This design comes from an exercise in tuning for small area on the open sky130 flow, not from production work.
The RTL was checked by simulation tests, not by an equivalence proof against the original design.
No activity file was given, so power comes from the tool's default toggle rates.

Setup of v6:
==> module rf_ao22, before the edit <==
module rf_ao22 (input logic a1, a2, b1, b2, output logic y);
   assign y = (a1 & a2) | (b1 & b2);
endmodule
==> module register_file, before the edit <==
module register_file #(
   parameter int DATA_W = regfile_pkg::DATA_W,
   parameter int ADDR_W = regfile_pkg::ADDR_W
) (
   input  logic              clk,
   input  logic              rst,
   input  logic              rd_en,
   input  logic [ADDR_W-1:0] read_reg1,
   input  logic [ADDR_W-1:0] read_reg2,
   output logic [DATA_W-1:0] read_data1,
   output logic [DATA_W-1:0] read_data2,
   output logic              rd_valid,
   input  logic              reg_write,
   input  logic [ADDR_W-1:0] write_reg,
   input  logic [DATA_W-1:0] write_data
);
   localparam int NUM_REGS = 2**ADDR_W;
   logic [NUM_REGS-1:1][DATA_W-1:0] regs, regs_nxt;
   logic [NUM_REGS-1:1] wload, whold, sel1, sel2;
   logic [DATA_W-1:0] rd1_nxt, rd2_nxt;
   logic rd_go, rd_hold;
   assign rd_go   = rd_en & ~rst;
   assign rd_hold = ~rd_en & ~rst;
   always_comb begin
      for (int i = 1; i < NUM_REGS; i++) begin
         wload[i] = ~rst && reg_write && write_reg == ADDR_W'(i);
         whold[i] = ~rst && !(reg_write && write_reg == ADDR_W'(i));
         sel1[i]  = rd_go && read_reg1 == ADDR_W'(i);
         sel2[i]  = rd_go && read_reg2 == ADDR_W'(i);
      end
   end
   for (genvar i = 1; i < NUM_REGS; i++) begin : g_reg
      for (genvar b = 0; b < DATA_W; b++) begin : g_bit
         rf_ao22 u_wr (.a1(whold[i]), .a2(regs[i][b]), .b1(wload[i]), .b2(write_data[b]),
                       .y(regs_nxt[i][b]));
      end
   end
   regfile_read_port #(.DATA_W(DATA_W), .ADDR_W(ADDR_W)) u_port1 (
      .hold(rd_hold), .sel(sel1), .regs(regs), .cur(read_data1), .nxt(rd1_nxt)
   );
   regfile_read_port #(.DATA_W(DATA_W), .ADDR_W(ADDR_W)) u_port2 (
      .hold(rd_hold), .sel(sel2), .regs(regs), .cur(read_data2), .nxt(rd2_nxt)
   );
   always_ff @(posedge clk) begin
      regs       <= regs_nxt;
      read_data1 <= rd1_nxt;
      read_data2 <= rd2_nxt;
      rd_valid   <= rd_go;
   end
endmodule
Settings: LEC_CHECK=0, CAP_MARGIN=20, CORE_MARGIN=2, CORE_UTILIZATION=40, SLEW_MARGIN=20, SYNTH_HIERARCHICAL=1; clock period 5.0 ns.
run.sh (not shown) runs the stock make flow with config.mk's settings and CLKGATE_MAP_FILE= SYNTH_SCRIPT=/design/flow/synth_recipe.tcl, a recipe that flattens the netlist after the stock synthesis.
Here is what was changed in the inputs of v7 compared with v6.
--- a/flow/design.v
+++ b/flow/design.v
@@ -6,8 +6,11 @@
    typedef logic [DATA_W-1:0] data_t;
    typedef logic [ADDR_W-1:0] idx_t;
 endpackage
-module rf_ao22 (input logic a1, a2, b1, b2, output logic y);
-   assign y = (a1 & a2) | (b1 & b2);
+module rf_oai22 (input logic a1, a2, b1, b2, output logic y);
+   assign y = ~((a1 | a2) & (b1 | b2));
+endmodule
+module rf_xor2 (input logic a, b, output logic y);
+   assign y = a ^ b;
 endmodule
 module rf_nand2 (input logic a, b, output logic y);
    assign y = ~(a & b);
@@ -69,35 +72,49 @@
 );
    localparam int NUM_REGS = 2**ADDR_W;
    logic [NUM_REGS-1:1][DATA_W-1:0] regs, regs_nxt;
-   logic [NUM_REGS-1:1] wload, whold, sel1, sel2;
-   logic [DATA_W-1:0] rd1_nxt, rd2_nxt;
+   logic [NUM_REGS-1:1] wload, wkeep, sel1, sel2;
+   logic [DATA_W-1:0] wcol, rd1_q, rd2_q, rd1_nxt, rd2_nxt;
+   logic ph, rd1_ph, rd2_ph;
    logic rd_go, rd_hold;
    assign rd_go   = rd_en & ~rst;
    assign rd_hold = ~rd_en & ~rst;
+   assign wcol    = write_data ^ {DATA_W{ph}};
    always_comb begin
       for (int i = 1; i < NUM_REGS; i++) begin
-         wload[i] = ~rst && reg_write && write_reg == ADDR_W'(i);
-         whold[i] = ~rst && !(reg_write && write_reg == ADDR_W'(i));
+         wload[i] = rst || (reg_write && write_reg == ADDR_W'(i));
+         wkeep[i] = rst || !(reg_write && write_reg == ADDR_W'(i));
          sel1[i]  = rd_go && read_reg1 == ADDR_W'(i);
          sel2[i]  = rd_go && read_reg2 == ADDR_W'(i);
       end
    end
    for (genvar i = 1; i < NUM_REGS; i++) begin : g_reg
       for (genvar b = 0; b < DATA_W; b++) begin : g_bit
-         rf_ao22 u_wr (.a1(whold[i]), .a2(regs[i][b]), .b1(wload[i]), .b2(write_data[b]),
-                       .y(regs_nxt[i][b]));
+         rf_oai22 u_wr (.a1(regs[i][b]), .a2(wload[i]), .b1(wcol[b]), .b2(wkeep[i]),
+                        .y(regs_nxt[i][b]));
       end
    end
    regfile_read_port #(.DATA_W(DATA_W), .ADDR_W(ADDR_W)) u_port1 (
-      .hold(rd_hold), .sel(sel1), .regs(regs), .cur(read_data1), .nxt(rd1_nxt)
+      .hold(rd_hold), .sel(sel1), .regs(regs), .cur(rd1_q), .nxt(rd1_nxt)
    );
    regfile_read_port #(.DATA_W(DATA_W), .ADDR_W(ADDR_W)) u_port2 (
-      .hold(rd_hold), .sel(sel2), .regs(regs), .cur(read_data2), .nxt(rd2_nxt)
+      .hold(rd_hold), .sel(sel2), .regs(regs), .cur(rd2_q), .nxt(rd2_nxt)
    );
    always_ff @(posedge clk) begin
-      regs       <= regs_nxt;
-      read_data1 <= rd1_nxt;
-      read_data2 <= rd2_nxt;
-      rd_valid   <= rd_go;
+      regs     <= regs_nxt;
+      ph       <= ~rst & ~ph;
+      rd1_q    <= rd1_nxt;
+      rd2_q    <= rd2_nxt;
+      if (rst) begin
+         rd1_ph <= 1'b0;
+         rd2_ph <= 1'b0;
+      end else if (rd_en) begin
+         rd1_ph <= ph & (read_reg1 != '0);
+         rd2_ph <= ph & (read_reg2 != '0);
+      end
+      rd_valid <= rd_go;
+   end
+   for (genvar b = 0; b < DATA_W; b++) begin : g_out
+      rf_xor2 u_x1 (.a(rd1_q[b]), .b(rd1_ph), .y(read_data1[b]));
+      rf_xor2 u_x2 (.a(rd2_q[b]), .b(rd2_ph), .y(read_data2[b]));
    end
 endmodule
Results
The final layout from v7, which completed every stage, passed the timing, design-rule and antenna checks at the end of the flow.
Going from v6 to v7, number of iterations in the first detailed-routing pass now sits higher; largest driver fanout on the critical path decreased by 8 relative to the old numbers; ratio of final minimum period to clock period grew by 11 points.
Per the comparison of v7 with v6, global-route usage increased 0.54 points, final weighted congestion of routability-driven global placement increased 0.015, post-place instance area decreased 1700 sq um, synthesized net count increased 107, non-clock buffer count decreased 5.
Compared with v6, v7 is hungrier on power.
Between v6 and v7, the number of sinks handled by clock tree synthesis figures differ only marginally.
Relative to v6, time the worst path needs with I/O delays and setup has gone up in v7.
[v7] critical path depth fell 5 relative to v6
Status: power drawn by the clock network parity (v6, v7)
Routed wire in v7 totals less than in v6.

[what the ideal ports hide]
The flow's constraints put no driver on any port. The routed layouts listed below were extracted and timed again, unchanged, in two steps.
Step 1: set_driving_cell puts a clkbuf_16 on clk and a buf_2 on each other input, an assumption about the parent block.
Step 2, shift: input delay + t, output delay - t, t = (earliest + latest rising clock arrival at the registers) / 2. This alone moves slack from input paths to output paths.
Three values: no drivers, after step 1, after step 2; two values: the first two.
run	shift t [ns]	setup slack, ns	hold slack, ns	worst register clock-pin slew, ns	worst data-port slew with drivers (ns)
v6	0.769	1.483 / 1.530 / 0.761	0.503 / 0.503 / 0.503	0.07 / 0.07	0.05
v7	0.755	0.917 / 0.843 / 0.510	0.466 / 0.466 / 0.466	0.07 / 0.07	0.04
After both steps every run listed still meets setup and hold. For v6, which loses most, drivers alone change the setup slack by +0.047 ns; drivers and shift together by -0.722 ns.
